This design comes from an exercise in tuning for small area, a short achievable clock period and few clock cycles on the open sky130 flow, not from production work. Where RTL was checked, it was by simulation tests only, not by an equivalence proof against the original. Function not checked in run 1: the RTL went through the layout flow alone. Power and IR drop assume default switching activity.

## flow/constraint.sdc

```tcl
create_clock -name core_clock -period 6.0 [get_ports {CLK}]
set_input_delay 1.2000 -clock core_clock [delete_from_list [all_inputs] [get_ports {CLK}]]
set_output_delay 1.2000 -clock core_clock [all_outputs]
set_load 0.01 [all_outputs]
```

## flow/design.v

```verilog
package dma_pkg;
    localparam int DATA_W     = 32;
    localparam int PADDR_W    = 32;
    localparam int WORD_AW    = 16;           
    localparam int BE_W       = DATA_W / 8;
    localparam int SIZE_W     = 16;
    localparam int FIFO_DEPTH = 4;
    localparam int FIFO_LVL_W = 3;            
    localparam int BANK_BIT   = 20;           
    localparam logic [PADDR_W-1:0] REG_SRC  = 32'h0000_0000;
    localparam logic [PADDR_W-1:0] REG_DST  = 32'h0000_0004;
    localparam logic [PADDR_W-1:0] REG_SIZE = 32'h0000_0008;
    localparam logic [PADDR_W-1:0] REG_MODE = 32'h0000_000c;
    localparam logic [PADDR_W-1:0] REG_INT  = 32'h0000_0010;
    localparam logic [BE_W-1:0] BE_ALL  = '1;
    localparam logic [BE_W-1:0] BE_NONE = '0;
    typedef union packed {
        logic [DATA_W-1:0] raw;
        struct packed {
            logic [DATA_W-BANK_BIT-2:0] unused_hi;     
            logic                       bank;
            logic [1:0]                 unused_lo;     
            logic [WORD_AW-1:0]         word;
            logic [1:0]                 offset;
        } f;
    } dma_addr_u;
endpackage
`timescale 1ns/10ps
module dma_top (
    input  logic                        CLK,
    input  logic                        RSTN,
    output logic                        INTR,
    input  logic                        PSEL,
    input  logic                        PENABLE,
    output logic                        PREADY,
    input  logic                        PWRITE,
    input  logic [dma_pkg::PADDR_W-1:0] PADDR,
    input  logic [dma_pkg::DATA_W-1:0]  PWDATA,
    output logic [dma_pkg::DATA_W-1:0]  PRDATA,
    output logic                        mem0_en,
    output logic [dma_pkg::BE_W-1:0]    mem0_we,
    output logic [dma_pkg::WORD_AW-1:0] mem0_addr,
    output logic [dma_pkg::DATA_W-1:0]  mem0_wdata,
    input  logic [dma_pkg::DATA_W-1:0]  mem0_rdata,
    output logic                        mem1_en,
    output logic [dma_pkg::BE_W-1:0]    mem1_we,
    output logic [dma_pkg::WORD_AW-1:0] mem1_addr,
    output logic [dma_pkg::DATA_W-1:0]  mem1_wdata,
    input  logic [dma_pkg::DATA_W-1:0]  mem1_rdata
);
    logic [31:0] src;
    logic [31:0] dst;
    logic [15:0] size;
    logic        busy;           
    logic        int_done;       
    logic        start_q;        
    logic        setup;
    logic        start;
    logic        wen_src, wen_dst, wen_size, wen_int;
    logic        last_wr;        
    assign PREADY = 1'b1;
    assign setup  = PSEL & ~PENABLE;
    logic armed;
    always_ff @(posedge CLK or negedge RSTN) begin
        if (!RSTN)
            armed <= 1'b0;
        else
            armed <= 1'b1;
    end
    logic [3:0] ws;
    logic [4:0] rs;
    logic       dec_src, dec_dst, dec_size, dec_mode, dec_int;
    logic       v_src, v_dst, v_size;
    assign dec_src  = PADDR == dma_pkg::REG_SRC;
    assign dec_dst  = PADDR == dma_pkg::REG_DST;
    assign dec_size = PADDR == dma_pkg::REG_SIZE;
    assign dec_mode = PADDR == dma_pkg::REG_MODE;
    assign dec_int  = PADDR == dma_pkg::REG_INT;
    always_ff @(posedge CLK) begin
        ws[0]   <= setup & PWRITE & dec_src;
        ws[1]   <= setup & PWRITE & dec_dst;
        ws[2]   <= setup & PWRITE & dec_size;
        ws[3]   <= setup & PWRITE & dec_int;
        rs[0]   <= setup & dec_src & v_src;
        rs[1]   <= setup & dec_dst & v_dst;
        rs[2]   <= setup & dec_size & v_size;
        rs[3]   <= setup & dec_mode;
        rs[4]   <= setup & dec_int;
        start_q <= n_start_q;
    end
    assign start    = start_q & armed & ~busy;
    assign wen_src  = ws[0] & armed & ~busy;
    assign wen_dst  = ws[1] & armed & ~busy;
    assign wen_size = ws[2] & armed & ~busy;
    assign wen_int  = ws[3] & armed & PWDATA[0];
    logic [31:0] src_q, dst_q;
    logic [15:0] size_q;
    always_ff @(posedge CLK) begin
        if (wen_src)  src_q  <= PWDATA;
        if (wen_dst)  dst_q  <= PWDATA;
        if (wen_size) size_q <= PWDATA[15:0];
    end
    assign src  = src_q & {32{v_src}};
    assign dst  = dst_q & {32{v_dst}};
    assign size = size_q & {16{v_size}};
    always_ff @(posedge CLK or negedge RSTN) begin
        if (!RSTN) begin
            v_src    <= 1'b0;
            v_dst    <= 1'b0;
            v_size   <= 1'b0;
            int_done <= 1'b0;
            INTR     <= 1'b0;
        end else begin
            if (wen_src)  v_src  <= 1'b1;
            if (wen_dst)  v_dst  <= 1'b1;
            if (wen_size) v_size <= 1'b1;
            if (wen_int)
                int_done <= 1'b0;
            INTR <= last_wr | (start & size == '0);
            if (last_wr | (start & size == '0))     
                int_done <= 1'b1;
        end
    end
    assign PRDATA = ({32{rs[0]}} & src_q)
                  | ({32{rs[1]}} & dst_q)
                  | {16'd0, {16{rs[2]}} & size_q}
                  | {31'd0, rs[3] & busy}
                  | {31'd0, rs[4] & int_done};
    logic        sb, db, same;   
    logic [1:0]  so, dof;
    logic        s;              
    logic [1:0]  c;              
    logic [1:0]  end_off;
    logic [3:0]  first_be, last_be;
    logic        one_word;       
    logic        one_word_q;
    assign sb       = src[dma_pkg::BANK_BIT];
    assign db       = dst[dma_pkg::BANK_BIT];
    assign same     = sb == db;
    assign so       = src[1:0];
    assign dof      = dst[1:0];
    assign s        = dof < so;
    assign c        = 2'((4'(dof) + 4'(size[1:0]) + 4'd3) >> 2);
    assign end_off  = dof + size[1:0];
    assign first_be = 4'hf << dof;
    assign last_be  = (end_off == 2'd0) ? 4'hf : ~(4'hf << end_off);
    assign one_word = (size[15:2] == 14'd0 && c == 2'd1) || (size[15:2] == 14'd1 && c == 2'd0);
    logic        reload;         
    logic        iss;            
    logic        rd_now;         
    logic        wr0, wr1, rd0, rd1;
    logic        infl;           
    logic        ready;          
    logic        skip;           
    logic        last;           
    logic [1:0]  d;              
    logic [3:0]  be;             
    logic        asel0, asel1;   
    logic [15:0] rd_addr;
    logic [15:0] wr_addr;
    logic [13:0] q;              
    logic [1:0]  ext;
    logic [31:0] W;              
    logic [23:0] C;              
    logic [31:0] rdata;
    logic [31:0] rot;
    logic        wr_now, rem2;
    logic        n_busy, n_ready, n_reload, n_skip, n_start_q, n_wr_now, n_rd;
    assign wr_now  = busy & ready;
    assign last_wr = wr_now & last;
    assign rem2 = (q == 14'd2 && ext == 2'd0) || (q == 14'd1 && ext == 2'd1)
               || (q == 14'd0 && ext == 2'd2);
    assign n_busy    = (busy & ~last_wr) | (start & size != '0);
    assign n_reload  = wen_src | wen_dst | last_wr;
    assign n_ready   = ~reload & ((infl & ~skip) | (ready & ~wr_now));
    assign n_skip    = reload ? s : (skip & ~infl);
    assign n_start_q = setup && PWRITE && PADDR == dma_pkg::REG_MODE && PWDATA == 32'd1;
    assign n_wr_now  = n_busy & n_ready;
    assign n_rd      = ~n_reload & ~(same & n_wr_now);
    assign rd_now    = rd0 | rd1;
    assign iss       = rd_now & ~reload & (busy | start_q | (~ready & ~(infl & ~skip)));
    assign rdata = sb ? mem0_rdata : mem1_rdata;
    always_comb begin
        case (d)     
            2'd0: rot = rdata;
            2'd1: rot = {rdata[23:0], rdata[31:24]};
            2'd2: rot = {rdata[15:0], rdata[31:16]};
            default: rot = {rdata[7:0], rdata[31:8]};
        endcase
    end
    always_ff @(posedge CLK or negedge RSTN) begin
        if (!RSTN) begin
            busy   <= 1'b0;
            reload <= 1'b1;
        end else begin
            busy   <= n_busy;
            reload <= n_reload;
        end
    end
    always_ff @(posedge CLK) begin
        d          <= dof - so;
        one_word_q <= one_word;
        infl  <= iss;
        ready <= n_ready;
        skip  <= n_skip;
        asel0 <= db & (~sb | n_wr_now);
        asel1 <= ~db & (sb | n_wr_now);
        if (infl) begin
            W[31:24] <= rot[31:24];
            for (int b = 0; b < 3; b++)
                W[8*b +: 8] <= (b < d) ? C[8*b +: 8] : rot[8*b +: 8];
            C <= rot[23:0];
        end
        rd_addr <= reload ? src[17:2] : rd_addr + 16'(iss);
        wr_addr <= start ? dst[17:2] : wr_addr + 16'(wr_now);
        q       <= start ? size[15:2] : q - 14'(wr_now & ext == 2'd0);
        if (start) begin
            ext     <= c;
            last    <= one_word_q;
            be      <= first_be & (one_word_q ? last_be : 4'hf);
        end else if (wr_now) begin
            if (ext != 2'd0)
                ext <= ext - 1'b1;
            last <= rem2;
            be   <= rem2 ? last_be : 4'hf;
        end
    end
    always_ff @(posedge CLK or negedge RSTN) begin
        if (!RSTN) begin
            wr0 <= 1'b0;
            wr1 <= 1'b0;
        end else begin
            wr0 <= db & n_wr_now;
            wr1 <= ~db & n_wr_now;
        end
    end
    always_ff @(posedge CLK) begin
        rd0 <= sb & n_rd;
        rd1 <= ~sb & n_rd;
    end
    assign mem0_en    = wr0 | rd0;
    assign mem1_en    = wr1 | rd1;
    assign mem0_we    = wr0 ? be : 4'd0;
    assign mem1_we    = wr1 ? be : 4'd0;
    assign mem0_addr  = asel0 ? wr_addr : rd_addr;
    assign mem1_addr  = asel1 ? wr_addr : rd_addr;
    assign mem0_wdata = W;
    assign mem1_wdata = W;
endmodule
```

## flow/flow/run.sh

```bash
#!/bin/bash
# Standard ORFS layout (standard.sh) with changes to port buffers and CTS.
set -euo pipefail
export BUFFER_PORTS_ARGS="-buffer_cell sky130_fd_sc_hd__buf_1"
export CTS_ARGS="-sink_clustering_enable -repair_clock_nets -dont_use_dummy_load -buf_list {sky130_fd_sc_hd__clkbuf_8 sky130_fd_sc_hd__clkbuf_16} -sink_clustering_size 25 -sink_clustering_max_diameter 150"
bash standard.sh > standard_make.log 2>&1
```

## flow/standard.sh

```bash
#!/bin/bash
# synth_recipe.tcl (not shown) runs the flow's synth.tcl, then flattens the netlist and writes it again
# the make line also repeats each setting of config.mk as NAME=value (left out here)
make -C /OpenROAD-flow-scripts/flow DESIGN_CONFIG=/design/flow/config.mk WORK_HOME=/design/flow/orfs CLKGATE_MAP_FILE= SYNTH_SCRIPT=/design/flow/synth_recipe.tcl "${@:-finish}"
```

## flow/config.mk

```make
export PLATFORM = sky130hd
export DESIGN_NAME = dma_top
export DESIGN_NICKNAME = dma_top
export VERILOG_FILES = /design/flow/design.v
export SDC_FILE = /design/flow/constraint.sdc
export NUM_CORES = 4
export LEC_CHECK = 0
export CAP_MARGIN = 20
export CORE_MARGIN = 2
export CORE_UTILIZATION = 50
export SETUP_SLACK_MARGIN = 3.0
export SLEW_MARGIN = 20
```

==> metrics.md, run 1 <==
| Metric | Value |
|---|---|
| Mapped Area | `0.0109 mm²` |
| Clk sinks | `219` |
| Critical path type | `reg2out` |
| Max-cap violations | `0` |
| HPWL after DPL | `20300 µm` |
| Global routing met3 resource utilization | `3.86%` |
| Std cell rows | `53` |
| DRC Markers | `0` |
| Worst path cell trace | `buf_6 -> a222oi_1 -> inv_1 -> buf_1` |
| Leak | `4.35 nW` |
| Hold buffer count at cts | `0` |
| Global route total overflow | `0` |
| Gr busiest metal | `met2` |
| Synthesized area per cell | `11.4 µm²` |
| WL/cell | `19.6 µm` |
| Routability Congestion | `0.839` |
| # fillers | `1885` |
| Critical Path Source | `rs[0]` |
| Antenna viol nets, final | `0` |
| RSZ-0062 raised after global routing | `false` |
| Inserted Clock Buffers | `12` |
| Tmin final | `2.92 ns` |
| Seq/Total Area, Yosys | `53.9%` |
| DRT Pass-1 Iters | `7` |
| IO Pins | `273` |
| CP max stage delay | `0.44 ns` |
| Count leader, synth | `edfxtp_1` |
| Grt met1 use | `36.1%` |
| Setup WS pre-CTS | `3.29 ns` |
| Syn-to-layout area delta | `11.6%` |
| Top-area cell type share of the netlist area | `39.5%` |
| Layout cells sized above 1 | `9.74%` |
| Die ar. | `0.0230 mm²` |
| Flops & latches, synth | `219` |
| M2 GR Usage | `38.6%` |
| Total number of vias | `8145` |
| Global-route wire length before repair | `42600 µm` |
| Initial antenna violation count | `0` |
| Unique cell type count in the Yosys netlist | `70` |
| WHS Path Cells | `2` |
| Ys Warns | `1` |
| Critical path launch point type | `register` |
| Synth top area cells | `edfxtp_1, dfxtp_1, mux2_2, nand2_1, mux4_2` |
| Max-slew headroom | `37.7%` |
| Clock slew seen by the registers of the worst setup and hold paths | `0.10 ns` |
| Later-pin clock latency in the skew report | `0.48 ns` |
| Vias in the first global route | `7516` |
| Tcrit/Tclk final | `48.7%` |
| Worst Hold Class | `reg2reg` |
| Setup Skew | `0.0289 ns` |
| Antenna Cells | `0` |
| CP arrival | `1.72 ns` |
| Port Buffer Count | `271` |
| Ys async rst share | `4.57%` |
| CTS tree | `yes` |
| Pwr dens | `208 mW/mm²` |
| Worst Reg2Reg Path Length in Cells | `4` |
| R2R setup slack | `3.33 ns` |
| Drt initial violations | `597` |
| Post-CTS Setup Inserts | `0` |
| Vias/cell | `5.68` |
| Final setup fails | `0` |
| Top cells by count, synth | `edfxtp_1, nand2_1, dfxtp_1, o21ai_0, mux2_2` |
| Fin Setup TNS | `0 ns` |
| Slew Viols, Final | `0` |
| Actual transition at the worst max-transition pin | `0.935 ns` |
| Initial Util | `51.3%` |
| CP Data Required Time | `4.80 ns` |
| Setup crit end kind | `output port` |
| Synth area leader | `edfxtp_1` |
| Primary FF master, synth | `edfxtp_1` |
| H-tree depth | `1` |
| Hold Crit Start | `src_q[2]` |
| Vert. Die Dim | `152 µm` |
| Layout Nets | `1313` |
| All-Layer GR Usage | `24.2%` |
| Status | `timing/DRC/antenna clean` |
| Longest Clk Path Bufs | `3` |
| R2r startpoint | `v_src` |
| Die X | `152 µm` |
| Largest net degree at the start of global routing | `59` |
| Cells after Synth | `951` |
| Max FO, Critical Path | `20` |
| Final wirelength | `28100 µm` |
| Endpoints failing hold | `0` |
| EDFF count, synth | `143` |
| Worst setup margin | `3.08 ns` |
| Maximum VDD drop | `0.139 mV` |
| Max frequency | `342 MHz` |
| Root Buffer Master | `clkbuf_16` |
| Worst path slowest cell | `dfxtp_2` |
| Core area | `0.0212 mm²` |
metrics by stage:
stage | utilization [%] | hold WS (ns) | area, µm² | total power [W] | instances
global route | 57.2 | 0.510 | 12100 | 0.00260 | 1435
global placement | 55.7 | 0.459 | 11800 | 0.00173 | 1423
finish | 57.2 | 0.481 | 12100 | 0.00252 | 1435
detailed placement | 55.7 | 0.464 | 11800 | 0.00173 | 1423
CTS | 57.2 | 0.492 | 12100 | 0.00254 | 1435
floorplan | - | 0.442 | 10900 | 0.00168 | 952
path summary, 6_finish.rpt:
kind                                   end
worst max register to register       C[19]
worst min-delay path            rd_addr[0]
worst min register to register  rd_addr[0]
worst max-delay path            PRDATA[14]
max in group asynchronous             INTR
min in group asynchronous           v_size
routing by layer:
metal | wire length (µm) | share of wire [%]
met4 | 358 | 1.3
met2 | 13000 | 46
met1 | 12900 | 46
met5 | 0 | 0
met3 | 1820 | 6.5
layout by cell type, fill, tap and decap left out, drive strengths merged, types with 4 or more instances in the layout:
cell type  Yosys  layout
and2          19      19
mux2i         28      28
or3            4       4
mux2          51      51
mux4          17      17
inv           41      41
a31oi          7       7
and4           6       6
a21oi         28      28
and3          14      14
or2            7       7
nand2b         6       6
buf           47     281
nand3         41      41
o21ai         72      72
clkbuf        38      12
a211oi         6       6
o2111ai        4       4
xnor2         13      13
xor2          21      21
nand2        107     107
dfxtp         66      66
a222oi        16      16
nand4         14      14
a22o          16      16
nor3           8       8
dfrtp          9       9
edfxtp       143     143
nor4          19      19
ha            17      17
nor2          24      24
layout make-up:
type / instances / area [µm²] / area share, %
clock buffers: 12 / 300 / 2.47
inverters: 42 / 158 / 1.30
multi-input cells: 606 / 4360 / 35.9
flip-flops and latches: 219 / 5880 / 48.4
well taps: 275 / 344 / 2.83
repair buffers: 281 / 1100 / 9.06
sequential cells by signal (all words and copies together) (netlist names), 2 cells and up:
| signal | cells |
|---|---|
| W | 32 |
| dst_q | 32 |
| src_q | 32 |
| C | 24 |
| rd_addr | 16 |
| size_q | 16 |
| wr_addr | 16 |
| q | 14 |
| rs | 5 |
| be | 4 |
| ws | 4 |
| d | 2 |
| ext | 2 |
report_power, final:
group,total [W],internal [W],switching [W],leakage (nW)
sequential,0.00160,0.00160,0.000000410,1.97
clock,0.000823,0.000361,0.000462,0.148
combinational,0.0000974,0.0000444,0.0000530,2.24
logic make-up after synthesis:
group | Yosys count | share of synthesized area [%]
XOR/XNOR | 34 | 2.74
flip-flops | 219 | 53.9
buffers and inverters | 127 | 6.01
multiplexers | 96 | 11.4
adder cells (fa/ha/maj) | 18 | 2.14
other | 1 | 0.0345
AND/OR/NAND/NOR | 287 | 13.6
AO/OA/AOI/OAI | 169 | 10.2
worst max-delay path: cells and delay by family, from the launching register on:
family | cells | cell delay [ns]
buffers and inverters | 3 | 0.44
flip-flops | 1 | 0.44
AO/OA/AOI/OAI | 1 | 0.37
what timing repair did:
item | 4_1_cts | 5_1_grt
endpoints found under the setup margin | 56 | 10
cloned | 0 | 0
gates resized for setup | 5 | 3
pin swaps | 0 | 2
==> run 2: changes to the inputs <==
--- a/flow/design.v
+++ b/flow/design.v
@@ -164,5 +164,4 @@
     logic [23:0] C;              
     logic [31:0] rdata;
-    logic [31:0] rot;
     logic        wr_now, rem2;
     logic        n_busy, n_ready, n_reload, n_skip, n_start_q, n_wr_now, n_rd;
@@ -181,10 +180,21 @@
     assign iss       = rd_now & ~reload & (busy | start_q | (~ready & ~(infl & ~skip)));
     assign rdata = sb ? mem0_rdata : mem1_rdata;
+    logic [7:0] l0, l1, l2, l3;
+    logic [31:0] w_nx;
+    logic [23:0] c_nx;
+    assign {l3, l2, l1, l0} = rdata;
     always_comb begin
-        case (d)     
-            2'd0: rot = rdata;
-            2'd1: rot = {rdata[23:0], rdata[31:24]};
-            2'd2: rot = {rdata[15:0], rdata[31:16]};
-            default: rot = {rdata[7:0], rdata[31:8]};
+        case (d)
+            2'd0: w_nx = {l3, l2, l1, l0};
+            2'd1: w_nx = {l2, l1, l0, C[7:0]};
+            2'd2: w_nx = {l1, l0, C[15:0]};
+            default: w_nx = {l0, C[23:0]};
+        endcase
+        c_nx[23:16] = l3;
+        c_nx[15:8]  = (d == 2'd2) ? l3 : l2;
+        case (d)
+            2'd1: c_nx[7:0] = l3;
+            2'd2: c_nx[7:0] = l2;
+            default: c_nx[7:0] = l1;
         endcase
     end
@@ -207,8 +217,6 @@
         asel1 <= ~db & (sb | n_wr_now);
         if (infl) begin
-            W[31:24] <= rot[31:24];
-            for (int b = 0; b < 3; b++)
-                W[8*b +: 8] <= (b < d) ? C[8*b +: 8] : rot[8*b +: 8];
-            C <= rot[23:0];
+            W <= w_nx;
+            C <= c_nx;
         end
         rd_addr <= reload ? src[17:2] : rd_addr + 16'(iss);
==> run 2 against run 1 <==
Utilization down 0.55 points. Setup slack better by 0.044 ns. Clock-buffer cell count unchanged. Cell count down 1.3%. Synthesized area down 2.9%. Largest cell class unchanged. Highest routed layer unchanged. Total power down 0.77%. First-iteration DRC count down 8.2%. Flip-flop and latch count unchanged. Still clean. Worst hold slack better by 0.015 ns. Combinational power down 9.1%. Critical path type unchanged. Sequential share of layout area up 1.2 points.
==> metrics.md, run 2 <==
| Metric | Value |
|---|---|
| Layout Nets | `1299 (-1.1%)` |
| DRC Markers | `0 (unchanged)` |
| Fin Setup TNS | `0 ns (unchanged)` |
| HPWL after DPL | `19800 µm (-2.5%)` |
| Synth area leader | `edfxtp_1` |
| Most common cell after layout, fill and taps aside | `buf_1` |
| H-tree depth | `1 (unchanged)` |
| Status | `timing/DRC/antenna clean` |
| RSZ-0062 raised after global routing | `false` |
| Hold buffer count at cts | `0 (unchanged)` |
| Root Buffer Master | `clkbuf_16` |
| Max frequency | `347 MHz (+1.5%)` |
| Actual transition at the worst max-transition pin | `0.846 ns (-0.0887 ns)` |
| Syn-to-layout area delta | `12.1%` |
| Clk sinks | `219 (unchanged)` |
| Die X | `149 µm (-1.4%)` |
| Synthesized area per cell | `11.4 µm² (-0.72%)` |
| CTS tree | `yes` |
| Initial antenna violation count | `0 (unchanged)` |
| Longest Clk Path Bufs | `3 (unchanged)` |
| Primary FF master, synth | `edfxtp_1` |
| Routability Congestion | `0.846 (+0.89%)` |
| Tcrit/Tclk final | `48.0% (-0.73 points)` |
| CP arrival | `1.68 ns (-0.04 ns)` |
| Top-area cell type share of the netlist area | `40.6% (+1.2 points)` |
| Initial Util | `50.6% (-0.70 points)` |
| Inserted Clock Buffers | `12 (unchanged)` |
| Global route total overflow | `0 (unchanged)` |
| Leak | `4.22 nW (-3.1%)` |
| Layout cells sized above 1 | `8.32% (-1.4 points)` |
| Tmin final | `2.88 ns (-0.0441 ns)` |
| Seq/Total Area, Yosys | `55.5% (+1.6 points)` |
| Max-cap violations | `0 (unchanged)` |
| Unique cell type count in the Yosys netlist | `68 (-2.9%)` |
| Die ar. | `0.0223 mm² (-2.8%)` |
| Registers with the most flip-flops | `W: 32 flops, dst_q: 32 flops, src_q: 32 flops` |
| Worst Reg2Reg Path Length in Cells | `6 (+2)` |
| Pwr dens | `211 mW/mm² (+1.8%)` |
| Std cell rows | `53 (unchanged)` |
| CP Data Required Time | `4.80 ns (about the same)` |
| Port Buffer Count | `271 (unchanged)` |
| Final setup fails | `0 (unchanged)` |
| Count leader, synth | `edfxtp_1` |
| Core area | `0.0209 mm² (-1.6%)` |
| Global-route wire length before repair | `41300 µm (-3.0%)` |
| All-Layer GR Usage | `23.6% (-0.60 points)` |
| Max FO, Critical Path | `32 (+60%)` |
| Vias/cell | `5.67 (about the same)` |
| Post-CTS Setup Inserts | `0 (unchanged)` |
| Later-pin clock latency in the skew report | `0.48 ns (about the same)` |
| DRT Pass-1 Iters | `8 (+1)` |
| Crit path to | `PRDATA[4]` |
| Antenna viol nets, final | `0 (unchanged)` |
| Ys async rst share | `4.57% (unchanged)` |
| Placed cells | `1405 (-1.3%)` |
| Critical path launch point type | `register` |
| Clock slew seen by the registers of the worst setup and hold paths | `0.10 ns (about the same)` |
| Flops & latches, synth | `219 (unchanged)` |
| IO Pins | `273 (unchanged)` |
| WL/cell | `19.0 µm (-3.2%)` |
| Slew Viols, Final | `0 (unchanged)` |
| Setup crit end kind | `output port` |
| Capturing point of the worst reg2reg path | `ext[0]` |
| Endpoints failing hold | `0 (unchanged)` |
| Most frequent cells in the layout | `buf_1, edfxtp_1, nand2_1, nor2_1, dfxtp_1` |
| Synth top area cells | `edfxtp_1, dfxtp_1, mux2_2, o21ai_0, ha_1` |
| Final Instance Count excl. Fillers | `1417 (-1.3%)` |
| Critical Path Source | `rs[0]` |
| Setup Skew | `0.0389 ns (+0.0100 ns)` |
| Mapped Area | `0.0106 mm² (-2.9%)` |
| Vert. Die Dim | `149 µm (-1.4%)` |
| R2r startpoint | `v_dst` |
| Antenna Cells | `0 (unchanged)` |
| R2R setup slack | `3.43 ns (+0.10 ns)` |
| EDFF count, synth | `143 (unchanged)` |
| Hold Crit Start | `skip` |
| Vias in the first global route | `7446 (-0.93%)` |
| Top cells by count, synth | `edfxtp_1, dfxtp_1, nand2_1, nor2_1, o21ai_0` |
| Max-slew headroom | `43.6% (+5.9 points)` |
| Critical path type | `reg2out` |
| Drt initial violations | `548 (-8.2%)` |
| Final wirelength | `26900 µm (-4.5%)` |
| Ys Warns | `1 (unchanged)` |
| Worst Hold Class | `reg2reg` |
| Total number of vias | `8039 (-1.3%)` |
| Maximum VDD drop | `0.205 mV (+48%)` |
| Largest net degree at the start of global routing | `60 (+1.7%)` |
| Cells after Synth | `930 (-2.2%)` |
-- run 2: changes by cell type in the layout (fill, tap and decap cells not counted), moves of 11 or more --
cell | before | now
a22oi_1 | 2 | 13
and3_1 | 14 | 3
mux2i_1 | 27 | 11
mux4_2 | 17 | 0
nand2_1 | 107 | 65
nor2_1 | 24 | 65
xnor2_1 | 13 | 25
-- run 2: cell families (layout without fill, tap and decap cells) --
| family | after synthesis | after routing | share of synthesized area, % |
|---|---|---|---|
| AND/OR/NAND/NOR | 289 | 289 | 14.0 |
| buffers and inverters | 123 | 334 | 5.89 |
| XOR/XNOR | 38 | 38 | 3.15 |
| multiplexers | 68 | 68 | 7.41 |
| AO/OA/AOI/OAI | 170 | 170 | 11.3 |
| other | 1 | 2 | 0.0355 |
| adder cells (fa/ha/maj) | 22 | 22 | 2.68 |
| flip-flops | 219 | 219 | 55.5 |
-- run 2: how the worst min path moves through the flow --
| stage | to | slack [ns] | cells after the start |
|---|---|---|---|
| after floorplan | rd_addr[0] | 0.44 | 2 |
| after global placement | skip | 0.48 | 2 |
| after detailed placement | skip | 0.49 | 2 |
| after CTS | skip | 0.50 | 2 |
| after global routing | infl | 0.55 | 2 |
| final | skip | 0.50 | 2 |
-- run 2: power by group --
part	switching [W]	total, W	internal, W
Clock	0.000452	0.000813	0.000361
Combinational	0.0000473	0.0000885	0.0000413
Sequential	0.000000444	0.00160	0.00160
-- run 2: final cells by class --
type	instances	area, µm²
inverter	43	161
timing repair buffer	279	1080
clock buffer	12	300
multi-input combinational	589	4080
tap	275	344
fill	1896	9050
sequential	219	5880
-- run 2: per-stage QoR --
stage	total power, W	instance area [µm²]	utilization, %	hold WS [ns]	setup slack [ns]
after detailed placement	0.00172	11500	55.2	0.488	3.19
after CTS	0.00252	11800	56.7	0.504	3.12
after floorplan	0.00167	10600	-	0.442	3.09
after global routing	0.00259	11800	56.7	0.548	3.00
final	0.00250	11800	56.7	0.496	3.12
after global placement	0.00172	11500	55.2	0.477	3.23
-- run 2: repair_timing --
item | CTS | global route
gates cloned | 0 | 0
pin swaps | 0 | 0
gates resized for setup | 4 | 1
setup endpoints to repair | 60 | 2
endpoints found under the hold margin | 0 | 0
-- run 2: routing by layer --
layer	vias to the layer above	track usage, %	routed length, µm
met3	34	2.60	1850
met4	0	5.43	475
li1	3823	-	-
met2	383	38.4	12500
met1	3799	34.2	12100
met5	-	0	0
-- run 2: worst max-delay path, stage by stage (launching register included) --
cell and delay [ns]:
dfxtp_2 0.74, a222oi_1 0.24, inv_1 0.09, buf_1 0.15
Testbench counts of run 2, summed over its fixed seeds: cycles 17,162.
==> run 3: changes to the inputs <==
--- a/flow/config.mk
+++ b/flow/config.mk
@@ -9,4 +9,4 @@
 export CORE_MARGIN = 2
 export CORE_UTILIZATION = 50
-export SETUP_SLACK_MARGIN = 3.0
+export SETUP_SLACK_MARGIN = 3.3
 export SLEW_MARGIN = 20
==> run 3 against run 2 <==
Global-route usage about the same. Die area unchanged. Via count increased by 2.1%. Critical path type unchanged. Critical endpoint is now mem1_addr[14].
==> metrics.md, run 3 <==
| Metric | Value |
|---|---|
| Final Instance Count excl. Fillers | `1447 (+2.1%)` |
| Placed cells | `1403 (-0.14%)` |
| Max FO, Critical Path | `4 (-88%)` |
| Layout cells sized above 1 | `13.2% (+4.9 points)` |
| Primary FF master, synth | `edfxtp_1` |
| Registers with the most flip-flops | `W: 32 flops, dst_q: 32 flops, src_q: 32 flops` |
| Final Cell Area | `0.0123 mm² (+4.1%)` |
| Sw Pwr | `0.000507 W (+1.6%)` |
| Maximum VDD drop | `0.212 mV (+3.3%)` |
| Vert. Die Dim | `149 µm (unchanged)` |
| CP Data Required Time | `4.80 ns (about the same)` |
| Critical path type | `reg2out` |
| Status | `timing/DRC/antenna clean` |
| Mapped Area | `0.0106 mm² (unchanged)` |
| Sequential share of power | `63.8% (-0.2 points)` |
| All-Layer GR Usage | `23.6% (about the same)` |
| Pwr dens | `204 mW/mm² (-3.7%)` |
| Max-slew headroom | `32.6% (-11 points)` |
| Worst setup margin | `3.31 ns (+0.192 ns)` |
| Final setup fails | `0 (unchanged)` |
| Dpl cell area | `0.0115 mm² (-0.13%)` |
| Worst Hold Class | `reg2reg` |
| RSZ-0062 raised after global routing | `true` |
| Setup crit end kind | `output port` |
| Tcrit/Tclk final | `44.8% (-3.2 points)` |
| Unique cell type count in the Yosys netlist | `68 (unchanged)` |
| # fillers | `1819 (-4.1%)` |
| Std cell rows | `53 (unchanged)` |
| Ys async rst share | `4.57% (unchanged)` |
| CP arrival | `1.49 ns (-0.19 ns)` |
| Max frequency | `372 MHz (+7.1%)` |
| Drt initial violations | `610 (+11%)` |
| Leak | `4.50 nW (+6.7%)` |
| Longest Clk Path Bufs | `3 (unchanged)` |
| Clock slew seen by the registers of the worst setup and hold paths | `0.10 ns (about the same)` |
| Tmin final | `2.69 ns (-0.192 ns)` |
| Global-route wire length before repair | `41200 µm (-0.20%)` |
| Routability Congestion | `0.811 (-4.1%)` |
| Seq/Total Area, Yosys | `55.5% (unchanged)` |
| DRC Markers | `0 (unchanged)` |
| Sw Share | `20.2% (+0.26 points)` |
| IO Pins | `273 (unchanged)` |
| Syn-to-layout area delta | `16.7%` |
| Logic pwr share | `3.5% (about the same)` |
| EDFF count, synth | `143 (unchanged)` |
| Synth top area cells | `edfxtp_1, dfxtp_1, mux2_2, o21ai_0, ha_1` |
| Clock Power Share | `32.7% (+0.2 points)` |
| Slew Viols, Final | `0 (unchanged)` |
| Port Buffer Count | `271 (unchanged)` |
| Die X | `149 µm (unchanged)` |
| Total number of vias | `8206 (+2.1%)` |
| Actual transition at the worst max-transition pin | `1.01 ns (+0.164 ns)` |
| Critical path launch point type | `register` |
| Setup Skew | `0.0479 ns (+0.00896 ns)` |
| Most common cell after layout, fill and taps aside | `buf_1` |
| Synth area leader | `edfxtp_1` |
| Global route total overflow | `0 (unchanged)` |
| Top cells by count, synth | `edfxtp_1, dfxtp_1, nand2_1, nor2_1, o21ai_0` |
| Inserted Clock Buffers | `12 (unchanged)` |
| Endpoints failing hold | `0 (unchanged)` |
| Final wirelength | `27600 µm (+2.7%)` |
| Hold buffer count at cts | `0 (unchanged)` |
| Max-cap violations | `0 (unchanged)` |
| DRT Pass-1 Iters | `8 (unchanged)` |
| Clk sinks | `219 (unchanged)` |
| Flops & latches, synth | `219 (unchanged)` |
| Most frequent cells in the layout | `buf_1, edfxtp_1, nand2_1, nor2_1, dfxtp_1` |
| Cells after Synth | `930 (unchanged)` |
| Later-pin clock latency in the skew report | `0.49 ns (about the same)` |
| Initial antenna violation count | `0 (unchanged)` |
| Total power | `0.00251 W (+0.27%)` |
| Fin Setup TNS | `0 ns (unchanged)` |
| Die ar. | `0.0223 mm² (unchanged)` |
| Vias in the first global route | `7543 (+1.3%)` |
| Root Buffer Master | `clkbuf_16` |
| Layout Nets | `1329 (+2.3%)` |
| Ys Warns | `1 (unchanged)` |
| Antenna viol nets, final | `0 (unchanged)` |
| CTS tree | `yes` |
| HPWL after DPL | `19600 µm (-1.4%)` |
| Core area | `0.0209 mm² (unchanged)` |
| Largest net degree at the start of global routing | `60 (unchanged)` |
| H-tree depth | `1 (unchanged)` |
| Internal | `0.00200 W (about the same)` |
| Antenna Cells | `0 (unchanged)` |
| Initial Util | `50.6% (unchanged)` |
| Vias/cell | `5.67 (about the same)` |
| Setup WS pre-CTS | `3.19 ns (-0.000680 ns)` |
| Synthesized area per cell | `11.4 µm² (unchanged)` |
| Top-area cell type share of the netlist area | `40.6% (unchanged)` |
| WL/cell | `19.1 µm (+0.59%)` |
| Count leader, synth | `edfxtp_1` |
[run 3: cell counts after synthesis]
Identical to the previous run, type by type.
[run 3: final timing paths]
| kind | cells after the start | slack (ns) | end | startpoint |
|---|---|---|---|---|
| max | 4 | 3.31 | mem1_addr[14] | asel1 |
| min | 2 | 0.50 | skip | skip |
| max reg2reg | 6 | 3.44 | ext[0] | v_dst |
| min reg2reg | 2 | 0.50 | skip | skip |
| max in group asynchronous | 1 | 4.90 | busy | RSTN |
| min in group asynchronous | 1 | 0.70 | int_done | RSTN |
[run 3: through the flow]
stage | utilization, % | hold WS (ns)
6_report | 59.0 | 0.504
5_1_grt | 59.0 | 0.553
4_1_cts | 56.9 | 0.507
3_5_place_dp | 55.1 | 0.492
3_3_place_gp | 55.1 | 0.482
2_1_floorplan | - | 0.442
[run 3: cell families (layout without fill, tap and decap cells)]
| kind of cell | Yosys count | in the layout | share of synthesized area, % |
|---|---|---|---|
| AND/OR/NAND/NOR | 289 | 289 | 14.0 |
| flip-flops | 219 | 219 | 55.5 |
| AO/OA/AOI/OAI | 170 | 170 | 11.3 |
| buffers and inverters | 123 | 364 | 5.89 |
| multiplexers | 68 | 68 | 7.41 |
| XOR/XNOR | 38 | 38 | 3.15 |
| adder cells (fa/ha/maj) | 22 | 22 | 2.68 |
| other | 1 | 2 | 0.0355 |
[run 3: routing by layer]
| metal | vias to the layer above | global-route usage, % | part of all wire (%) |
|---|---|---|---|
| met5 | - | 0 | 0 |
| met4 | 0 | 5.57 | 1.3 |
| met3 | 23 | 2.94 | 7.1 |
| met2 | 366 | 38.6 | 48 |
| met1 | 3932 | 33.8 | 44 |
| li1 | 3885 | - | - |
[run 3: worst max-delay path, cell delays in order (launching register included)]
cell       delay (ns)
dfxtp_4          0.39
buf_12           0.13
clkbuf_16        0.14
o21ai_0          0.19
buf_1            0.18
[run 3: timing repair]
action                                  4_1_cts  5_1_grt
pin swaps                                     0       11
endpoints found under the setup margin       64       63
setup buffers                                 4       27
hold endpoints to repair                      0        0
cloned                                        0        1
resized for setup                            12       74
[run 3: power by group through the flow]
stage / sequential (W) / clock (W) / combinational [W]
finish: 0.00160 / 0.000821 / 0.0000887
CTS: 0.00160 / 0.000843 / 0.0000889
detailed placement: 0.00164 / 0 / 0.0000885
global placement: 0.00164 / 0 / 0.0000870
floorplan: 0.00164 / 0 / 0.0000372
global route: 0.00160 / 0.000897 / 0.0000994
[run 3: cell type report]
class / instances / area [µm²] / area share, %
Multi-Input combinational cell: 589 / 4140 / 33.6
Timing Repair Buffer: 309 / 1490 / 12.1
Sequential cell: 219 / 5890 / 47.7
Tap cell: 275 / 344 / 2.79
Inverter: 43 / 161 / 1.31
Clock buffer: 12 / 300 / 2.44
==> run 4: changes to the inputs <==
--- a/flow/config.mk
+++ b/flow/config.mk
@@ -8,5 +8,5 @@
 export CAP_MARGIN = 20
 export CORE_MARGIN = 2
-export CORE_UTILIZATION = 50
+export CORE_UTILIZATION = 60
 export SETUP_SLACK_MARGIN = 3.3
 export SLEW_MARGIN = 20
==> run 4 against run 3 <==
Critical endpoint is now PRDATA[20]. Setup slack lost 0.047 ns. Largest power group unchanged. Critical path type unchanged. Still clean on timing, DRC and antenna. Synthesized cell count unchanged. First-iteration DRC count increased by 17%. Routed wire length shrank 5.8%. Cell count fell by 4.9%. Synthesized area is the same. Global-route usage up 2.9 points.
==> metrics.md, run 4 <==
| Metric | Value |
|---|---|
| Sw Share | `19.5% (-0.68 points)` |
| Unique cell type count in the Yosys netlist | `68 (unchanged)` |
| Max-slew headroom | `32.0% (-0.67 points)` |
| Setup crit end kind | `output port` |
| All-Layer GR Usage | `26.5% (+2.9 points)` |
| Later-pin clock latency in the skew report | `0.47 ns (-0.02 ns)` |
| Final Cell Area | `0.0119 mm² (-3.6%)` |
| Actual transition at the worst max-transition pin | `1.02 ns (+0.0101 ns)` |
| Global-route wire length before repair | `38300 µm (-7.0%)` |
| Dpl cell area | `0.0114 mm² (-0.61%)` |
| DRC Markers | `0 (unchanged)` |
| Longest Clk Path Bufs | `3 (unchanged)` |
| Endpoints failing hold | `0 (unchanged)` |
| CP arrival | `1.53 ns (+0.04 ns)` |
| Flops & latches, synth | `219 (unchanged)` |
| CP Data Required Time | `4.80 ns (about the same)` |
| EDFF count, synth | `143 (unchanged)` |
| Slew Viols, Final | `0 (unchanged)` |
| Global route total overflow | `0 (unchanged)` |
| Primary FF master, synth | `edfxtp_1` |
| Sw Pwr | `0.000486 W (-4.2%)` |
| Reg area | `0.00589 mm² (unchanged)` |
| Total number of vias | `8076 (-1.6%)` |
| Layout cells sized above 1 | `9.30% (-3.9 points)` |
| Top cells by count, synth | `edfxtp_1, dfxtp_1, nand2_1, nor2_1, o21ai_0` |
| Internal | `0.00200 W (about the same)` |
| WL/cell | `18.9 µm (-0.96%)` |
| Clock Power Share | `32.1% (-0.6 points)` |
| Drt initial violations | `711 (+17%)` |
| Max frequency | `366 MHz (-1.7%)` |
| Die ar. | `0.0187 mm² (-16%)` |
| Max-cap violations | `0 (unchanged)` |
| Critical path type | `reg2out` |
| Ys async rst share | `4.57% (unchanged)` |
| Top-area cell type share of the netlist area | `40.6% (unchanged)` |
| Port Buffer Count | `271 (unchanged)` |
| Inserted Clock Buffers | `12 (unchanged)` |
| Layout Utilization | `68.9% (+9.9 points)` |
| Layout Nets | `1308 (-1.6%)` |
| Routability Congestion | `0.850 (+4.8%)` |
| H-tree depth | `1 (unchanged)` |
| Vert. Die Dim | `137 µm (-8.5%)` |
| Ys Warns | `1 (unchanged)` |
| Leak | `4.27 nW (-5.0%)` |
| Synth area leader | `edfxtp_1` |
| Most common cell after layout, fill and taps aside | `buf_1` |
| Logic pwr share | `3.5% (about the same)` |
| Synth top area cells | `edfxtp_1, dfxtp_1, mux2_2, o21ai_0, ha_1` |
| R2R setup slack | `3.57 ns (+0.13 ns)` |
| HPWL after DPL | `18700 µm (-4.5%)` |
| CTS tree | `yes` |
| Hold buffer count at cts | `0 (unchanged)` |
| Initial Util | `61.3% (+11 points)` |
| Final wirelength | `26000 µm (-5.8%)` |
| Most frequent cells in the layout | `buf_1, edfxtp_1, nand2_1, nor2_1, dfxtp_1` |
| # fillers | `1347 (-26%)` |
| Worst Hold Class | `reg2reg` |
| Std cell rows | `48 (-9.4%)` |
| Mapped Area | `0.0106 mm² (unchanged)` |
| Vias/cell | `5.87 (+3.5%)` |
| Initial antenna violation count | `0 (unchanged)` |
| Multi-input gate area in the final layout | `0.00408 mm² (-1.5%)` |
| Final setup fails | `0 (unchanged)` |
| Tmin final | `2.73 ns (+0.0471 ns)` |
| Fin Setup TNS | `0 ns (unchanged)` |
| Sequential share of power | `64.3% (+0.5 points)` |
| Synthesized area per cell | `11.4 µm² (unchanged)` |
| Seq/Total Area, Yosys | `55.5% (unchanged)` |
| Core area | `0.0172 mm² (-17%)` |
| Die X | `137 µm (-8.5%)` |
| Syn-to-layout area delta | `12.5%` |
| RSZ-0062 raised after global routing | `true` |
| IO Pins | `273 (unchanged)` |
| Registers with the most flip-flops | `W: 32 flops, dst_q: 32 flops, src_q: 32 flops` |
| Antenna Cells | `0 (unchanged)` |
| Count leader, synth | `edfxtp_1` |
| Max FO, Critical Path | `17 (+13)` |
| Critical path launch point type | `register` |
| Pwr dens | `209 mW/mm² (+2.8%)` |
| Cells after Synth | `930 (unchanged)` |
| Largest net degree at the start of global routing | `59 (-1.7%)` |
| Maximum VDD drop | `0.184 mV (-13%)` |
| DRT Pass-1 Iters | `5 (-3)` |
| Vias in the first global route | `7179 (-4.8%)` |
| Clock slew seen by the registers of the worst setup and hold paths | `0.10 ns (about the same)` |
| Status | `timing/DRC/antenna clean` |
| Antenna viol nets, final | `0 (unchanged)` |
| Setup Skew | `0.0260 ns (-0.0219 ns)` |
| Clk sinks | `219 (unchanged)` |
| Tcrit/Tclk final | `45.6% (+0.78 points)` |
| Root Buffer Master | `clkbuf_16` |
run 4: worst max-delay path, cell delays in order (launching register included):
cell and delay, ns:
dfxtp_4 0.50, buf_6 0.23, a22o_1 0.17, buf_1 0.16
run 4: layout make-up:
class                           instances  area share [%]
Clock buffer                           12            2.53
Inverter                               43            1.39
Multi-Input combinational cell        589            34.3
Sequential cell                       219            49.5
Tap cell                              225            2.37
Timing Repair Buffer                  288            9.87
run 4: what timing repair did:
action / CTS / global route
setup buffers: 3 / 9
setup endpoints to repair: 64 / 64
pin swaps: 2 / 4
resized for setup: 9 / 4
run 4: kinds of logic after synthesis:
group,share of synthesized area (%)
flip-flops,55.5
multiplexers,7.41
XOR/XNOR,3.15
buffers and inverters,5.89
other,0.0355
AND/OR/NAND/NOR,14.0
adder cells (fa/ha/maj),2.68
AO/OA/AOI/OAI,11.3
run 4: power groups by stage:
stage	Sequential, W	Combinational [W]	Clock (W)
4_1_cts	0.00160	0.0000876	0.000815
6_report	0.00160	0.0000878	0.000799
3_3_place_gp	0.00164	0.0000852	0
2_1_floorplan	0.00164	0.0000372	0
3_5_place_dp	0.00164	0.0000872	0
5_1_grt	0.00160	0.0000983	0.000864
run 4: path summary, 6_finish.rpt:
check,depth (start not counted),from,endpoint
setup / recovery,3,rs[0],PRDATA[20]
hold / removal,2,rd0,infl
hold reg to reg,2,rd0,infl
min in group asynchronous,1,RSTN,int_done
setup reg to reg,8,busy,wr_addr[14]
max in group asynchronous,1,RSTN,v_dst
run 4: routing by layer:
metal  up-vias  wire length (µm)  track usage (%)  share of wire, %
met5         -                 0                0                 0
met4         0               332             5.67               1.3
met3        30              1960             2.85               7.5
met2       383             12700             44.1                49
met1      3817             11000             38.0                42
li1       3846                 -                -                 -
run 4: stage by stage:
stage	setup WS, ns	power (W)	hold WS [ns]	std cells
floorplan	3.49	0.00167	0.442	931
global placement	3.25	0.00172	0.474	1352
detailed placement	3.16	0.00172	0.494	1352
CTS	3.26	0.00250	0.510	1367
global route	3.18	0.00256	0.538	1376
finish	3.27	0.00249	0.506	1376
==> run 5: changes to the inputs <==
--- a/flow/config.mk
+++ b/flow/config.mk
@@ -8,5 +8,5 @@
 export CAP_MARGIN = 20
 export CORE_MARGIN = 2
-export CORE_UTILIZATION = 60
+export CORE_UTILIZATION = 70
 export SETUP_SLACK_MARGIN = 3.3
 export SLEW_MARGIN = 20
==> run 5 against run 4 <==
Worst hold slack improved by 0.0072 ns. Register-to-register slack got worse by 0.18 ns. Combinational power increased by 2%. Clock power decreased by 0.6%. Largest cell class unchanged. Via count increased by 2.8%. Total power decreased by 0.12%. Cell area decreased by 0.39%. Global-route usage increased by 4.6 points. Synthesized area unchanged. Setup slack got worse by 0.072 ns. First-iteration DRC count increased by 58%.
==> metrics.md, run 5 <==
| Metric | Value |
|---|---|
| Synthesized area per cell | `11.4 µm² (unchanged)` |
| Clock slew seen by the registers of the worst setup and hold paths | `0.10 ns (about the same)` |
| Std cell rows | `44 (-8.3%)` |
| Most frequent cells in the layout | `buf_1, edfxtp_1, nand2_1, nor2_1, dfxtp_1` |
| Max-slew headroom | `38.2% (+6.3 points)` |
| Max FO, Critical Path | `6 (-11)` |
| Initial antenna violation count | `0 (unchanged)` |
| Syn-to-layout area delta | `12.1%` |
| DRC Markers | `0 (unchanged)` |
| Placed cells | `1310 (-3.1%)` |
| Top-area cell type share of the netlist area | `40.6% (unchanged)` |
| Global routing met3 resource utilization | `3.16% (+0.31 points)` |
| Fin Setup TNS | `0 ns (unchanged)` |
| Tmin final | `2.81 ns (+0.0718 ns)` |
| Drt initial violations | `1120 (+58%)` |
| EDFF count, synth | `143 (unchanged)` |
| Mapped Area | `0.0106 mm² (unchanged)` |
| Endpoints failing hold | `0 (unchanged)` |
| Global route total overflow | `0 (unchanged)` |
| Core area | `0.0146 mm² (-15%)` |
| Actual transition at the worst max-transition pin | `0.926 ns (-0.0940 ns)` |
| Longest Clk Path Bufs | `3 (unchanged)` |
| Antenna viol nets, final | `0 (unchanged)` |
| DRT Pass-1 Iters | `7 (+2)` |
| Max-cap violations | `0 (unchanged)` |
| CP Data Required Time | `4.80 ns (about the same)` |
| CP arrival | `1.61 ns (+0.08 ns)` |
| Unique cell type count in the Yosys netlist | `68 (unchanged)` |
| Synth area leader | `edfxtp_1` |
| Antenna Cells | `0 (unchanged)` |
| Ys Warns | `1 (unchanged)` |
| Routability Congestion | `0.934 (+9.8%)` |
| Worst Hold Class | `reg2reg` |
| Worst path bufs/invs | `3 (+1)` |
| Total number of vias | `8301 (+2.8%)` |
| CP max stage delay | `0.40 ns (-0.10 ns)` |
| Flops & latches, synth | `219 (unchanged)` |
| Critical path type | `reg2out` |
| Hold buffer count at cts | `0 (unchanged)` |
| Status | `timing/DRC/antenna clean` |
| HPWL after DPL | `18900 µm (+1.1%)` |
| Primary FF master, synth | `edfxtp_1` |
| # fillers | `939 (-30%)` |
| Cells after Synth | `930 (unchanged)` |
| Inserted Clock Buffers | `12 (unchanged)` |
| Seq/Total Area, Yosys | `55.5% (unchanged)` |
| Setup Skew | `0.0230 ns (-0.00303 ns)` |
| Vert. Die Dim | `127 µm (-7.2%)` |
| WL/cell | `19.7 µm (+4.4%)` |
| Worst path slowest cell | `dfxtp_4` |
| Global-route wire length before repair | `39900 µm (+4.1%)` |
| Final wirelength | `26300 µm (+1.2%)` |
| Final Instance Count excl. Fillers | `1334 (-3.1%)` |
| Count leader, synth | `edfxtp_1` |
| Worst setup margin | `3.19 ns (-0.0718 ns)` |
| Vias/cell | `6.22 (+6.0%)` |
| Total power | `0.00248 W (-0.12%)` |
| Layout cells sized above 1 | `10.2% (+0.88 points)` |
| Clk sinks | `219 (unchanged)` |
| Maximum VDD drop | `0.226 mV (+23%)` |
| Tcrit/Tclk final | `46.8% (+1.2 points)` |
| M2 GR Usage | `53.6% (+9.5 points)` |
| H-tree depth | `1 (unchanged)` |
| Slew Viols, Final | `0 (unchanged)` |
| All-Layer GR Usage | `31.2% (+4.6 points)` |
| Registers with the most flip-flops | `W: 32 flops, dst_q: 32 flops, src_q: 32 flops` |
| Critical path launch point type | `register` |
| Max frequency | `356 MHz (-2.6%)` |
| Die X | `127 µm (-7.2%)` |
| Setup crit end kind | `output port` |
| Layout Nets | `1307 (-0.076%)` |
| Gr busiest metal | `met2` |
| Most common cell after layout, fill and taps aside | `buf_1` |
| Ys async rst share | `4.57% (unchanged)` |
| Vias in the first global route | `7696 (+7.2%)` |
| Worst path cell trace | `buf_6 -> a222oi_1 -> inv_1 -> clkbuf_2` |
| Top cells by count, synth | `edfxtp_1, dfxtp_1, nand2_1, nor2_1, o21ai_0` |
| Grt met1 use | `42.9% (+5.0 points)` |
| Pwr dens | `210 mW/mm² (+0.27%)` |
| Later-pin clock latency in the skew report | `0.46 ns (about the same)` |
| RSZ-0062 raised after global routing | `true` |
| Die ar. | `0.0161 mm² (-14%)` |
| Largest net degree at the start of global routing | `59 (unchanged)` |
| Port Buffer Count | `271 (unchanged)` |
| Leak | `4.30 nW (+0.77%)` |
| Synth top area cells | `edfxtp_1, dfxtp_1, mux2_2, o21ai_0, ha_1` |
| Setup WS pre-CTS | `3.13 ns (-0.0285 ns)` |
| Root Buffer Master | `clkbuf_16` |
| Final setup fails | `0 (unchanged)` |
| CTS tree | `yes` |
| IO Pins | `273 (unchanged)` |
| CP top delay family | `flip-flops` |
| Initial Util | `72.1% (+11 points)` |
[run 5: cell type report]
type                            count  area (µm²)  area share (%)
Sequential cell                   219        5880            49.7
Multi-Input combinational cell    589        4080            34.5
Timing Repair Buffer              287        1180            9.96
Clock buffer                       12         300            2.54
Tap cell                          184         230            1.94
Inverter                           43         163            1.37
[run 5: metrics by stage]
step | utilization, % | area (µm²) | hold slack (ns)
after floorplan | - | 10600 | 0.442
after global placement | 77.8 | 11400 | 0.471
after detailed placement | 77.8 | 11400 | 0.481
after CTS | 80.0 | 11700 | 0.495
after global routing | 80.8 | 11800 | 0.526
final | 80.8 | 11800 | 0.513
[run 5: final timing paths]
kind                           start           to  slack [ns]  cells after the start
setup / recovery               rs[0]   PRDATA[10]        3.19                      4
hold / removal             src_q[15]  rd_addr[13]        0.51                      2
setup reg to reg               v_dst       ext[0]        3.39                      6
hold reg to reg            src_q[15]  rd_addr[13]        0.51                      2
max in group asynchronous       RSTN        armed        4.89                      1
min in group asynchronous       RSTN        v_src        0.71                      1
[run 5: logic make-up (layout without fill, tap and decap cells)]
logic type,after synthesis,in the layout,share of synthesized area [%]
compound gates,170,170,11.3
other cells,1,2,0.0355
mux,68,68,7.41
fa+ha+maj,22,22,2.68
flops,219,219,55.5
simple gates,289,289,14.0
xor+xnor,38,38,3.15
buf+inv,123,342,5.89
[run 5: power breakdown]
part / internal, W / switching (W)
sequential: 0.00160 / 0.000000397
clock: 0.000360 / 0.000434
combinational: 0.0000413 / 0.0000483
[run 5: metal layers]
metal | vias to the layer above | wire, µm
li1 | 3847 | -
met1 | 3940 | 10100
met2 | 455 | 13100
met3 | 59 | 2280
met4 | 0 | 818
met5 | - | 0
[run 5: what timing repair did]
item                                    CTS  global route
gates resized for setup                  10            18
endpoints found under the hold margin     0             0
pin swaps                                 0            15
setup buffers                             2            10
endpoints found under the setup margin   72            38
[run 5: worst register-to-register path, cell delays in order, from the launching register on]
cell and delay (ns):
dfrtp_1 0.90, nand2_1 0.24, ha_1 0.39, or2_2 0.33, ha_1 0.30, nor2_1 0.11
a21oi_1 0.06
==> run 6: changes to the inputs <==
--- a/flow/config.mk
+++ b/flow/config.mk
@@ -8,5 +8,5 @@
 export CAP_MARGIN = 20
 export CORE_MARGIN = 2
-export CORE_UTILIZATION = 70
+export CORE_UTILIZATION = 65
 export SETUP_SLACK_MARGIN = 3.3
 export SLEW_MARGIN = 20
==> run 6 against run 5 <==
Total power rose by 0.23%. Flip-flop and latch count did not move. Setup slack improved by 0.095 ns. Clock-buffer cell count did not move. Worst hold slack got worse by 0.012 ns. Cell area rose by 0.30%. Die area rose by 7.4%. Cell count rose by 2.6%. Utilization fell by 6.1 points. Global-route usage fell by 2.8 points. Clock power rose by 1%. Critical endpoint is now PRDATA[31]. Largest cell class unchanged. Largest power group unchanged.
==> metrics.md, run 6 <==
| Metric | Value |
|---|---|
| Status | `timing/DRC/antenna clean` |
| Slew Viols, Final | `0 (unchanged)` |
| Critical path launch point type | `register` |
| Max-slew headroom | `33.4% (-4.9 points)` |
| Max frequency | `369 MHz (+3.5%)` |
| All-Layer GR Usage | `28.4% (-2.8 points)` |
| Synth top area cells | `edfxtp_1, dfxtp_1, mux2_2, o21ai_0, ha_1` |
| Clk sinks | `219 (unchanged)` |
| Layout Nets | `1310 (+0.23%)` |
| Antenna viol nets, final | `0 (unchanged)` |
| Root Buffer Master | `clkbuf_16` |
| Unique cell type count in the Yosys netlist | `68 (unchanged)` |
| Endpoints failing hold | `0 (unchanged)` |
| Registers with the most flip-flops | `W: 32 flops, dst_q: 32 flops, src_q: 32 flops` |
| Internal | `0.00200 W (about the same)` |
| Sequential share of power | `64.3% (about the same)` |
| Die ar. | `0.0173 mm² (+7.4%)` |
| Final Instance Count excl. Fillers | `1369 (+2.6%)` |
| EDFF count, synth | `143 (unchanged)` |
| Global-route wire length before repair | `39700 µm (-0.33%)` |
| Hold buffer count at cts | `0 (unchanged)` |
| Sw Share | `19.6% (+0.18 points)` |
| Initial antenna violation count | `0 (unchanged)` |
| WL/cell | `18.9 µm (-4.4%)` |
| Final wirelength | `25800 µm (-1.9%)` |
| Setup Skew | `0.0502 ns (+0.0272 ns)` |
| Placed cells | `1343 (+2.5%)` |
| Max-cap violations | `0 (unchanged)` |
| Tcrit/Tclk final | `45.2% (-1.6 points)` |
| Inserted Clock Buffers | `12 (unchanged)` |
| # fillers | `1174 (+25%)` |
| Ys async rst share | `4.57% (unchanged)` |
| Cells after Synth | `930 (unchanged)` |
| Largest net degree at the start of global routing | `59 (unchanged)` |
| Most common cell after layout, fill and taps aside | `buf_1` |
| Initial Util | `66.5% (-5.6 points)` |
| Setup crit end kind | `output port` |
| IO Pins | `273 (unchanged)` |
| DRT Pass-1 Iters | `8 (+1)` |
| Std cell rows | `46 (+4.5%)` |
| Antenna Cells | `0 (unchanged)` |
| Mapped Area | `0.0106 mm² (unchanged)` |
| Synthesized area per cell | `11.4 µm² (unchanged)` |
| Actual transition at the worst max-transition pin | `1.00 ns (+0.0733 ns)` |
| Pwr dens | `210 mW/mm² (about the same)` |
| Clock Power Share | `32.2% (+0.2 points)` |
| Flops & latches, synth | `219 (unchanged)` |
| Final setup fails | `0 (unchanged)` |
| Top-area cell type share of the netlist area | `40.6% (unchanged)` |
| CP arrival | `1.51 ns (-0.10 ns)` |
| Global route total overflow | `0 (unchanged)` |
| Port Buffer Count | `271 (unchanged)` |
| Maximum VDD drop | `0.216 mV (-4.3%)` |
| RSZ-0062 raised after global routing | `true` |
| Critical path type | `reg2out` |
| Primary FF master, synth | `edfxtp_1` |
| Ys Warns | `1 (unchanged)` |
| Tmin final | `2.71 ns (-0.0947 ns)` |
| Most frequent cells in the layout | `buf_1, edfxtp_1, nand2_1, nor2_1, dfxtp_1` |
| DRC Markers | `0 (unchanged)` |
| Die X | `131 µm (+3.7%)` |
| Count leader, synth | `edfxtp_1` |
| Sw Pwr | `0.000488 W (+1.1%)` |
| Worst Hold Class | `reg2reg` |
| Longest Clk Path Bufs | `3 (unchanged)` |
| Vert. Die Dim | `131 µm (+3.7%)` |
| Core area | `0.0159 mm² (+8.5%)` |
| Layout cells sized above 1 | `9.54% (-0.63 points)` |
| HPWL after DPL | `18500 µm (-1.9%)` |
| Max FO, Critical Path | `17 (+11)` |
| Clock slew seen by the registers of the worst setup and hold paths | `0.10 ns (about the same)` |
| Leak | `4.27 nW (-0.76%)` |
| Synth area leader | `edfxtp_1` |
| Total number of vias | `8159 (-1.7%)` |
| Syn-to-layout area delta | `12.4%` |
| Logic pwr share | `3.5% (about the same)` |
| Fin Setup TNS | `0 ns (unchanged)` |
| Top cells by count, synth | `edfxtp_1, dfxtp_1, nand2_1, nor2_1, o21ai_0` |
| Vias/cell | `5.96 (-4.2%)` |
| Seq/Total Area, Yosys | `55.5% (unchanged)` |
| Drt initial violations | `770 (-31%)` |
| CP Data Required Time | `4.80 ns (about the same)` |
| Routability Congestion | `0.903 (-3.3%)` |
| CTS tree | `yes` |
| Later-pin clock latency in the skew report | `0.48 ns (+0.02 ns)` |
| H-tree depth | `1 (unchanged)` |
| Vias in the first global route | `7531 (-2.1%)` |
-- run 6: cell count changes in the layout (fill, tap and decap cells not counted) --
| cell | change |
|---|---|
| buf_4 | +5 |
| buf_6 | -1 |
| buf_1 | +11 |
| dfrtp_2 | +2 |
| ha_1 | +1 |
| clkinv_2 | -1 |
| dfrtp_1 | -2 |
| buf_12 | -1 |
| clkinvlp_4 | +1 |
| clkbuf_2 | -11 |
| ha_2 | -1 |
-- run 6: routing by layer --
| layer | share of wire, % | routed length [µm] | global-route usage (%) | up-vias |
|---|---|---|---|---|
| li1 | - | - | - | 3849 |
| met1 | 41 | 10600 | 38.1 | 3881 |
| met2 | 50 | 12900 | 49.4 | 393 |
| met3 | 7.4 | 1910 | 3.86 | 36 |
| met4 | 1.7 | 443 | 6.28 | 0 |
| met5 | 0 | 0 | 0 | - |
-- run 6: path summary, 6_finish.rpt --
check	start	end	slack (ns)	cells after the start
setup / recovery	rs[0]	PRDATA[31]	3.29	3
max in group asynchronous	RSTN	v_dst	4.87	1
hold / removal	skip	skip	0.50	2
hold reg to reg	skip	skip	0.50	2
setup reg to reg	v_size	ext[0]	3.61	6
min in group asynchronous	RSTN	int_done	0.69	1
-- run 6: power by group through the flow --
stage / logic, W / clock network (W) / registers, W
finish: 0.0000876 / 0.000802 / 0.00160
global route: 0.0000978 / 0.000850 / 0.00160
floorplan: 0.0000372 / 0 / 0.00164
global placement: 0.0000844 / 0 / 0.00164
CTS: 0.0000868 / 0.000811 / 0.00160
detailed placement: 0.0000862 / 0 / 0.00164
-- run 6: metrics by stage --
step                      total power, W  hold WS [ns]  utilization (%)  instance area [µm²]  setup WS, ns
after CTS                        0.00250         0.485             74.0                11800          3.28
final                            0.00249         0.501             74.7                11900          3.29
after global routing             0.00255         0.523             74.7                11900          3.21
after global placement           0.00172         0.470             72.0                11400          3.24
after floorplan                  0.00167         0.442                -                10600          3.49
after detailed placement         0.00172         0.476             72.0                11400          3.21
-- run 6: worst max-delay path, cell delays in order (launching register included) --
cell,delay (ns)
dfxtp_4,0.49
buf_6,0.23
a22o_1,0.18
buf_1,0.15
-- run 6: logic make-up (layout without fill, tap and decap cells) --
family | Yosys count | after routing | synth area share (%)
AO/OA/AOI/OAI | 170 | 170 | 11.3
XOR/XNOR | 38 | 38 | 3.15
adder cells (fa/ha/maj) | 22 | 22 | 2.68
buffers and inverters | 123 | 345 | 5.89
flip-flops | 219 | 219 | 55.5
multiplexers | 68 | 68 | 7.41
other | 1 | 2 | 0.0355
AND/OR/NAND/NOR | 289 | 289 | 14.0
-- run 6: final cells by class --
type / count / area (µm²) / area share (%)
Sequential cell: 219 / 5890 / 49.6
Multi-Input combinational cell: 589 / 4080 / 34.4
Timing Repair Buffer: 290 / 1170 / 9.86
Clock buffer: 12 / 300 / 2.53
Tap cell: 216 / 270 / 2.28
Inverter: 43 / 165 / 1.39
-- run 6: repair_timing --
| action | 4_1_cts | 5_1_grt |
|---|---|---|
| setup buffers | 1 | 13 |
| hold endpoints to repair | 0 | 0 |
| setup endpoints to repair | 64 | 38 |
| pin swaps | 0 | 9 |
| cloned | 0 | 0 |
| gates resized for setup | 10 | 2 |
==> run 7: changes to the inputs <==
--- a/flow/config.mk
+++ b/flow/config.mk
@@ -6,4 +6,5 @@
 export NUM_CORES = 4
 export LEC_CHECK = 0
+export ABC_CLOCK_PERIOD_IN_PS = 3000
 export CAP_MARGIN = 20
 export CORE_MARGIN = 2
==> run 7 against run 6 <==
Still clean. Synthesized area stayed put. Clock-buffer cell count is the same. Clock skew unchanged. Routed wire length unchanged. Die area did not move. Utilization unchanged. Critical endpoint unchanged. Largest cell class unchanged. Highest routed layer unchanged.
==> metrics.md, run 7 <==
| Metric | Value |
|---|---|
| Tmin final | `2.71 ns (unchanged)` |
| Clock slew seen by the registers of the worst setup and hold paths | `0.10 ns (about the same)` |
| Longest Clk Path Bufs | `3 (unchanged)` |
| Cells after Synth | `930 (unchanged)` |
| Final setup fails | `0 (unchanged)` |
| Tcrit/Tclk final | `45.2% (unchanged)` |
| WL/cell | `18.9 µm (unchanged)` |
| Endpoints failing hold | `0 (unchanged)` |
| Die X | `131 µm (unchanged)` |
| CP arrival | `1.51 ns (about the same)` |
| DRC Markers | `0 (unchanged)` |
| Vert. Die Dim | `131 µm (unchanged)` |
| DRT Pass-1 Iters | `8 (unchanged)` |
| Actual transition at the worst max-transition pin | `1.00 ns (unchanged)` |
| Setup WS pre-CTS | `3.21 ns (unchanged)` |
| Inserted Clock Buffers | `12 (unchanged)` |
| Status | `timing/DRC/antenna clean` |
| Later-pin clock latency in the skew report | `0.48 ns (about the same)` |
| Count leader, synth | `edfxtp_1` |
| Ys Warns | `1 (unchanged)` |
| Max frequency | `369 MHz (unchanged)` |
| Sw Pwr | `0.000488 W (unchanged)` |
| CP Data Required Time | `4.80 ns (about the same)` |
| Fin Setup TNS | `0 ns (unchanged)` |
| Primary FF master, synth | `edfxtp_1` |
| Hold buffer count at cts | `0 (unchanged)` |
| Setup Skew | `0.0502 ns (unchanged)` |
| Final wirelength | `25800 µm (unchanged)` |
| Synth top area cells | `edfxtp_1, dfxtp_1, mux2_2, o21ai_0, ha_1` |
| EDFF count, synth | `143 (unchanged)` |
| Mapped Area | `0.0106 mm² (unchanged)` |
| Ys async rst share | `4.57% (unchanged)` |
| Critical path launch point type | `register` |
| Clock Power Share | `32.2% (about the same)` |
| Core area | `0.0159 mm² (unchanged)` |
| Maximum VDD drop | `0.216 mV (unchanged)` |
| Die ar. | `0.0173 mm² (unchanged)` |
| Global route total overflow | `0 (unchanged)` |
| Synthesized area per cell | `11.4 µm² (unchanged)` |
| Port Buffer Count | `271 (unchanged)` |
| Synth area leader | `edfxtp_1` |
| Total number of vias | `8159 (unchanged)` |
| Routability Congestion | `0.903 (unchanged)` |
| Seq/Total Area, Yosys | `55.5% (unchanged)` |
| Slew Viols, Final | `0 (unchanged)` |
| Vias/cell | `5.96 (unchanged)` |
| CTS tree | `yes` |
| Drt initial violations | `770 (unchanged)` |
| Global-route wire length before repair | `39700 µm (unchanged)` |
| Initial Util | `66.5% (unchanged)` |
| Max FO, Critical Path | `17 (unchanged)` |
| Layout Nets | `1310 (unchanged)` |
| Worst Hold Class | `reg2reg` |
| Top-area cell type share of the netlist area | `40.6% (unchanged)` |
| Initial antenna violation count | `0 (unchanged)` |
| IO Pins | `273 (unchanged)` |
| Internal | `0.00200 W (unchanged)` |
| Hold WS | `0.501 ns (unchanged)` |
| Layout cells sized above 1 | `9.54% (unchanged)` |
| # fillers | `1174 (unchanged)` |
| Top cells by count, synth | `edfxtp_1, dfxtp_1, nand2_1, nor2_1, o21ai_0` |
| Largest net degree at the start of global routing | `59 (unchanged)` |
| Setup crit end kind | `output port` |
| Sw Share | `19.6% (unchanged)` |
| Max-cap violations | `0 (unchanged)` |
| Root Buffer Master | `clkbuf_16` |
| Placed cells | `1343 (unchanged)` |
| Vias in the first global route | `7531 (unchanged)` |
| All-Layer GR Usage | `28.4% (unchanged)` |
| Logic pwr share | `3.5% (about the same)` |
| Sequential share of power | `64.3% (about the same)` |
run 7: cell counts after synthesis:
Identical to the previous run, type by type.
run 7: worst paths after layout:
check | slack (ns) | cells after the start | end | startpoint
worst max-delay path | 3.29 | 3 | PRDATA[31] | rs[0]
worst min-delay path | 0.50 | 2 | skip | skip
worst max register to register | 3.61 | 6 | ext[0] | v_size
worst min register to register | 0.50 | 2 | skip | skip
max in group asynchronous | 4.87 | 1 | v_dst | RSTN
min in group asynchronous | 0.69 | 1 | int_done | RSTN
run 7: metrics by stage:
step,power [W],area [µm²],utilization [%]
finish,0.00249,11900,74.7
floorplan,0.00167,10600,-
global placement,0.00172,11400,72.0
CTS,0.00250,11800,74.0
global route,0.00255,11900,74.7
detailed placement,0.00172,11400,72.0
run 7: cells by family after synthesis:
group | count (synthesis) | share of synthesized area (%)
other | 1 | 0.0355
muxes | 68 | 7.41
adders and majority gates | 22 | 2.68
buffers and inverters | 123 | 5.89
AOI/OAI and AO/OA | 170 | 11.3
xor gates and xnor gates | 38 | 3.15
and+or+nand+nor | 289 | 14.0
DFF | 219 | 55.5
run 7: critical path, stage by stage (launching register included):
cell	delay, ns
dfxtp_4	0.49
buf_6	0.23
a22o_1	0.18
buf_1	0.15
run 7: power groups by stage:
stage	Sequential (W)	Clock, W	Combinational [W]
after floorplan	0.00164	0	0.0000372
after global placement	0.00164	0	0.0000844
after detailed placement	0.00164	0	0.0000862
after CTS	0.00160	0.000811	0.0000868
after global routing	0.00160	0.000850	0.0000978
final	0.00160	0.000802	0.0000876
run 7: cell type report:
cell class                      instances  area [µm²]  area share, %
Sequential cell                       219        5890           49.6
Multi-Input combinational cell        589        4080           34.4
Timing Repair Buffer                  290        1170           9.86
Clock buffer                           12         300           2.53
Tap cell                              216         270           2.28
Inverter                               43         165           1.39
run 7: metal layers:
metal	global-route usage (%)	wire, µm	part of all wire [%]	vias to the layer above
li1	-	-	-	3849
met1	38.1	10600	41	3881
met2	49.4	12900	50	393
met3	3.86	1910	7.4	36
met4	6.28	443	1.7	0
met5	0	0	0	-
run 7: timing repair:
item,CTS,global route
pin swaps,0,9
buffers inserted,1,13
gates cloned,0,0
resized for setup,10,2
setup endpoints to repair,64,38

Setup slack of run 7, layout unchanged: 3.288 ns with ideal ports, 3.243 ns with driving cells assumed (clock clkbuf_16, inputs buf_2), 3.373 ns with port delays also shifted by the 0.500 ns mid clock arrival.
